This is an optimization exercise on Yosys and OpenROAD, whose aim is small area, a short achievable clock period and few clock cycles, not a production implementation.
Function was checked by simulation only, so behaviour that the tests miss may differ from the original.
Power figures rest on the tool's default switching activity, not on a simulated workload.

==> wip/harbor <==
// soft_cluster_membership
module soft_cluster_membership
#(
    parameter int NUM_CLUSTERS = 16,
    parameter int NUM_DIMS = 16,
    parameter int COORD_BITS = 16
)
(
    input  logic                  clk,
    input  logic                  rst_n,
    input  logic                  psel,
    input  logic                  penable,
    input  logic                  pwrite,
    input  logic [PADDR_W-1:0]    paddr,
    input  logic [31:0]           pwdata,
    output logic [31:0]           prdata,
    output logic                  pready,
    input  logic                  start,
    output logic                  busy,
    input  logic                  operation,
    input  logic [CLUSTER_W-1:0]  cluster,
    input  logic [DIM_W-1:0]      dim_index,
    input  logic [COORD_BITS-1:0] coord_value,
    input  logic                  last_coord,
    output logic                  result_valid,
    output logic [CLUSTER_W-1:0]  cluster_index,
    output logic [Q15_W-1:0]      membership,
    output logic                  last
);
clock: 12.0 ns
lec_check: 0
cap_margin: 20
core_margin: 2
core_utilization: 40
setup_slack_margin: 5
slew_margin: 20
run.sh (not shown) runs the stock make flow with config.mk's settings and CLKGATE_MAP_FILE= SYNTH_SCRIPT=/design/flow/synth_recipe.tcl, a recipe that flattens the netlist after the stock synthesis.
==> inputs of wip/violet, as changes to wip/harbor <==
--- a/flow/design.v
+++ b/flow/design.v
@@ -16,33 +16,72 @@
     } op_t;
 endpackage
 import scm_pkg::*;
 module scm_div
 (
     input  logic             clk,
-    input  logic             init,
+    input  logic             preload,
     input  logic [ACC_W-1:0] snap,
     input  logic [RW-1:0]    ybase,
     output logic [Q15_W-1:0] quot
 );
     logic [RW-1:0] rem_reg;
-    logic [RW-1:0] xop;
-    logic [RW-1:0] yop;
     logic          flip;
     logic [RW-1:0] sum;
-    assign flip = !init && !rem_reg[RW-1];
-    assign xop  = init ? {{(RW-ACC_W-4){1'b1}}, ~snap, 4'b1110}
-                       : {rem_reg[RW-2:0], 1'b0};
-    assign yop  = ybase ^ {RW{flip}};
-    assign sum  = xop + yop + RW'(flip);
+    assign flip = !rem_reg[RW-1];
+    scm_add #(
+        .W(RW)
+    ) u_add (
+        .a  ({rem_reg[RW-2:0], 1'b0}),
+        .b  (ybase ^ {RW{flip}}),
+        .ci (flip),
+        .s  (sum)
+    );
     always_ff @(posedge clk)
     begin
-        rem_reg <= sum;
+        rem_reg <= preload ? {{(RW-ACC_W-3){1'b1}}, ~snap, 3'b111} : sum;
         quot    <= {quot[Q15_W-2:0], !sum[RW-1]};
     end
 endmodule
+module scm_add
+#(
+    parameter int W = 49
+)
+(
+    input  logic [W-1:0] a,
+    input  logic [W-1:0] b,
+    input  logic         ci,
+    output logic [W-1:0] s
+);
+    localparam int L = $clog2(W + 1);
+    always @(*)
+    begin : b_prefix
+        logic [W:0] g;
+        logic [W:0] p;
+        logic [W:0] gn;
+        logic [W:0] pn;
+        g = {a & b, ci};
+        p = {a ^ b, 1'b0};
+        for (int l = 0; l < L; l++)
+        begin
+            gn = g;
+            pn = p;
+            for (int i = 0; i <= W; i++)
+            begin
+                if (((i >> l) & 1) == 1)
+                begin
+                    gn[i] = g[i] | (p[i] & g[((i >> l) << l) - 1]);
+                    pn[i] = p[i] & p[((i >> l) << l) - 1];
+                end
+            end
+            g = gn;
+            p = pn;
+        end
+        s = a ^ b ^ g[W-1:0];
+    end
+endmodule
 module scm_sqtree
 (
     input  logic [15:0] u,
     input  logic        s,
     output logic [31:0] r1,
     output logic [31:0] r2
@@ -582,23 +621,29 @@
     logic                  op_nx;
     logic [3:0]            dim_nx;
     logic                  last_nx;
     logic                  fin_ok_nx;
     logic                  go_nx;
     logic                  go_lastpt;
+    logic                  at0_nx;
+    logic                  at8_nx;
+    logic                  tsel_reg;
     assign accept    = start && !busy_reg;
     assign occ_nx    = accept || busy_reg;
     assign op_nx     = accept ? operation   : in_op;
     assign dim_nx    = accept ? dim_index   : in_dim;
     assign last_nx   = accept ? last_coord  : in_last;
     assign go_lastpt = go_reg && in_op == OP_POINT && in_last;
     assign fin_ok_nx = !go_lastpt && sl_reg >= 5'd15;
-    assign go_nx     = occ_nx && dim_nx == 4'(ph_reg + 1'b1)
+    assign at0_nx    = dim_nx == 4'(ph_reg + 4'd1);
+    assign at8_nx    = dim_nx == 4'(ph_reg + 4'd9) && op_nx == OP_POINT;
+    assign go_nx     = occ_nx && (at0_nx || at8_nx)
                      && (op_nx == OP_LOAD || !last_nx || fin_ok_nx);
     always_ff @(posedge clk)
     begin
+        tsel_reg <= !at0_nx;
         if (accept)
         begin
             in_op   <= operation;
             in_cl   <= cluster;
             in_dim  <= dim_index;
             in_x    <= coord_value;
@@ -630,26 +675,30 @@
         end
     end
     logic pa_v, pa_last;
     logic pb_v, pb_last;
     logic fresh_reg;
     logic [3:0] fc_reg;
-    logic init;
+    logic pre_reg;
+    logic init_reg;
+    logic scan_on;
     logic go_pt;
     assign go_pt = go_reg && in_op == OP_POINT;
-    assign init  = fc_reg == 4'd10;
+    assign scan_on = fc_reg != 4'd0 && fc_reg <= 4'd8;
     always_ff @(posedge clk or negedge rst_n)
     begin
         if (!rst_n)
         begin
             pa_v      <= 1'b0;
             pa_last   <= 1'b0;
             pb_v      <= 1'b0;
             pb_last   <= 1'b0;
             fresh_reg <= 1'b1;
             fc_reg    <= '0;
+            pre_reg   <= 1'b0;
+            init_reg  <= 1'b0;
         end
         else
         begin
             pa_v    <= go_pt;
             pa_last <= go_pt && in_last;
             pb_v    <= pa_v;
@@ -661,14 +710,16 @@
             if (pb_last)
             begin
                 fc_reg <= 4'd1;
             end
             else if (fc_reg != 4'd0)
             begin
-                fc_reg <= init ? 4'd0 : 4'(fc_reg + 1'b1);
+                fc_reg <= (fc_reg == 4'd11) ? 4'd0 : 4'(fc_reg + 1'b1);
             end
+            pre_reg  <= fc_reg == 4'd9;
+            init_reg <= pre_reg;
         end
     end
     logic [K*ACC_W-1:0] snap;
     logic [K*ACC_W-1:0] acc_fin;
     for (genvar j = 0; j < K; j++)
     begin : g_lane
@@ -685,18 +736,18 @@
         logic [ACC_W-1:0]       acc_reg;
         logic [ACC_W-1:0]       acc_in;
         logic [ACC_W:0]         cs_s;
         logic [ACC_W:0]         cs_c;
         logic [ACC_W:0]         acc_sum;
         logic [ACC_W-1:0]       acc_new;
-        assign tap = ring[15:0];
+        assign tap = tsel_reg ? ring[8*16 +: 16] : ring[15:0];
         assign we  = go_reg && in_op == OP_LOAD && in_cl == 4'(j);
         assign d1  = {1'b0, in_x ^ 16'h8000} - {1'b0, tap ^ 16'h8000};
         always_ff @(posedge clk)
         begin
-            ring   <= {we ? in_x : tap, ring[16*NUM_DIMS-1:16]};
+            ring   <= {we ? in_x : ring[15:0], ring[16*NUM_DIMS-1:16]};
             u_reg  <= go_pt ? d1[15:0] ^ {16{d1[16]}} : 16'd0;
             s_reg  <= go_pt && d1[16];
             r1_reg <= r1;
             r2_reg <= r2;
         end
         scm_sqtree u_sq (
@@ -706,13 +757,20 @@
             .r2 (r2)
         );
         assign acc_in  = fresh_reg ? {ACC_W{1'b0}} : acc_reg;
         assign cs_s    = {1'b0, acc_in ^ {8'd0, r1_reg ^ r2_reg}};
         assign cs_c    = {(acc_in & {8'd0, r1_reg}) | (acc_in & {8'd0, r2_reg})
                           | {8'd0, r1_reg & r2_reg}, 1'b0};
-        assign acc_sum = cs_s + cs_c;
+        scm_add #(
+            .W(ACC_W+1)
+        ) u_acc (
+            .a  (cs_s),
+            .b  (cs_c),
+            .ci (1'b0),
+            .s  (acc_sum)
+        );
         assign acc_new = acc_sum[ACC_W] ? ACC_MAX : acc_sum[ACC_W-1:0];
         assign acc_fin[j*ACC_W +: ACC_W] = acc_new;
         always_ff @(posedge clk)
         begin
             acc_reg <= acc_new;
         end
@@ -723,60 +781,64 @@
     end
     logic [ACC_W+3:0] sum_reg;
     logic [ACC_W-1:0] dmax_reg;
     logic [ACC_W-1:0] sa;
     logic [ACC_W-1:0] sb;
     logic [ACC_W-1:0] m0;
-    logic [ACC_W-1:0] m1;
+    logic [ACC_W+3:0] s0;
     logic             scan_first;
-    assign sa = snap[0 +: ACC_W];
-    assign sb = snap[8*ACC_W +: ACC_W];
+    logic             ab;
+    logic             am;
+    logic             bm;
     assign scan_first = fc_reg == 4'd1;
+    assign sa = scan_on ? snap[0 +: ACC_W] : '0;
+    assign sb = scan_on ? snap[8*ACC_W +: ACC_W] : '0;
     assign m0 = scan_first ? '0 : dmax_reg;
-    assign m1 = (sa > sb) ? sa : sb;
+    assign s0 = scan_first ? '0 : sum_reg;
+    assign ab = sa >= sb;
+    assign am = sa >= m0;
+    assign bm = sb >= m0;
     always_ff @(posedge clk)
     begin
-        sum_reg  <= (scan_first ? (ACC_W+4)'(0) : sum_reg) + (ACC_W+4)'(sa) + (ACC_W+4)'(sb);
-        dmax_reg <= (m1 > m0) ? m1 : m0;
+        sum_reg  <= s0 + (ACC_W+4)'(sa) + (ACC_W+4)'(sb);
+        dmax_reg <= (ab && am) ? sa : (!ab && bm) ? sb : m0;
     end
     logic [ALPHA_W-1:0] alpha_reg;
     logic [24:0]        a_val;
     logic [RW-1:0]      x1;
+    logic [RW-1:0]      x2;
     logic               case_b;
-    logic [RW-1:0]      t_a;
-    logic [RW-1:0]      t_b;
     logic [RW-1:0]      yinit_reg;
     logic [43:0]        denp_reg;
     logic [RW-1:0]      den_reg;
     logic               dz_reg;
     assign a_val  = {alpha_reg, 9'b0};
     assign x1     = RW'({dmax_reg, 4'b0}) - RW'(sum_reg);
-    assign case_b = $signed(x1) > $signed(RW'(a_val));
-    assign t_a    = RW'(sum_reg) + RW'(a_val) - RW'({a_val, 4'b0}) + RW'(2);
-    assign t_b    = RW'({sum_reg, 4'b0}) + RW'({dmax_reg, 4'b0}) - RW'({dmax_reg, 8'b0}) + RW'(2);
+    assign x2     = RW'({dmax_reg, 4'b0}) - RW'(sum_reg) - RW'(a_val) - RW'(1);
+    assign case_b = !x2[RW-1];
     always_ff @(posedge clk)
     begin
-        yinit_reg <= case_b ? t_b : t_a;
         denp_reg  <= case_b ? x1[43:0] : 44'(a_val);
-        if (init)
+        yinit_reg <= RW'(sum_reg) + RW'(denp_reg) - RW'({denp_reg, 4'b0}) + RW'(2);
+        if (init_reg)
         begin
             den_reg <= {1'b0, denp_reg, 4'b0};
             dz_reg  <= denp_reg == '0;
         end
     end
     logic [RW-1:0]    ybase;
     logic [Q15_W-1:0] quot [K];
-    assign ybase = init ? yinit_reg : den_reg;
+    assign ybase = init_reg ? yinit_reg : den_reg;
     for (genvar j = 0; j < K; j++)
     begin : g_div
         scm_div u_div (
-            .clk   (clk),
-            .init  (init),
-            .snap  (snap[((j + 7) % K)*ACC_W +: ACC_W]),
-            .ybase (ybase),
-            .quot  (quot[j])
+            .clk     (clk),
+            .preload (pre_reg),
+            .snap    (snap[((j + 7) % K)*ACC_W +: ACC_W]),
+            .ybase   (ybase),
+            .quot    (quot[j])
         );
     end
     logic [4:0]       dcnt_reg;
     logic [K*Q15_W-1:0] ob_reg;
     logic             ov_reg;
     logic [3:0]       oidx_reg;
@@ -791,13 +853,13 @@
             ov_reg    <= 1'b0;
             oidx_reg  <= '0;
             olast_reg <= 1'b0;
         end
         else
         begin
-            if (init)
+            if (init_reg)
             begin
                 dcnt_reg <= 5'd1;
             end
             else if (dcnt_reg != 5'd0)
             begin
                 dcnt_reg <= (dcnt_reg == 5'd16) ? 5'd0 : 5'(dcnt_reg + 1'b1);
==> flow/flow/run.sh (new file) <==
#!/bin/bash
# The standard layout, with timing repair aimed at 8 ns of setup slack
# (a 4 ns path budget at the design's 12 ns clock); constraints unchanged
set -euo pipefail
bash standard.sh SETUP_SLACK_MARGIN=8 finish > standard_flow.log 2>&1
==> flow/standard.sh (new file) <==
#!/bin/bash
# synth_recipe.tcl (not shown) runs the flow's synth.tcl, then flattens the netlist and writes it again
# the make line also repeats each setting of config.mk as NAME=value (left out here)
make -C /OpenROAD-flow-scripts/flow DESIGN_CONFIG=/design/flow/config.mk WORK_HOME=/design/flow/orfs CLKGATE_MAP_FILE= SYNTH_SCRIPT=/design/flow/synth_recipe.tcl "${@:-finish}"
--- a/flow/config.mk
+++ b/flow/config.mk
@@ -5,8 +5,7 @@
 export SDC_FILE = /design/flow/constraint.sdc
 export NUM_CORES = 4
 export LEC_CHECK = 0
 export CAP_MARGIN = 20
 export CORE_MARGIN = 2
 export CORE_UTILIZATION = 40
-export SETUP_SLACK_MARGIN = 5
 export SLEW_MARGIN = 20
removed: flow/run.sh
==> summary of the runs <==
Against wip/violet, the global-route usage of wip/harbor is lower by 0.20 points.
In wip/violet the area after synthesis is smaller than in wip/harbor, by about 2.8%.
In wip/violet the hold slack is higher than in wip/harbor, by 0.017 ns.
In clock power, wip/harbor and wip/violet hardly differ.
Testbench counts of wip/harbor, summed over its fixed seeds: cycles 1,984.
Testbench counts of wip/violet, summed over its fixed seeds: cycles 1,928.

==> afterwards: timing with drivers on the ports <==
Ports are ideal in the flow. The routed layouts listed here were re-timed in OpenROAD.
Step 1 sets driving cells, clkbuf_16 on the clock port and buf_2 on the other inputs (assumed; they add their load-dependent delay and slew).
Step 2 adds t to the input delays and takes it off the output delays; t is the mean of the earliest and latest rising clock arrival at the registers after step 1. Input paths then give back, and output paths get back, about the clock's delay inside the block.
Slacks: no drivers / after step 1 / after step 2; pairs: no drivers / after step 1.
run	t (ns)	setup slack, ns	worst setup path after step 2	clock arrival spread, ns	slew at the worst register clock pin (ns)
wip/harbor	1.248	5.188 / 5.188 / 5.188	register to register	0.157 / 0.157	0.07 / 0.07
wip/violet	1.335	6.821 / 6.821 / 6.821	register to register	0.178 / 0.178	0.07 / 0.07
After both steps setup and hold are still met in every run listed.
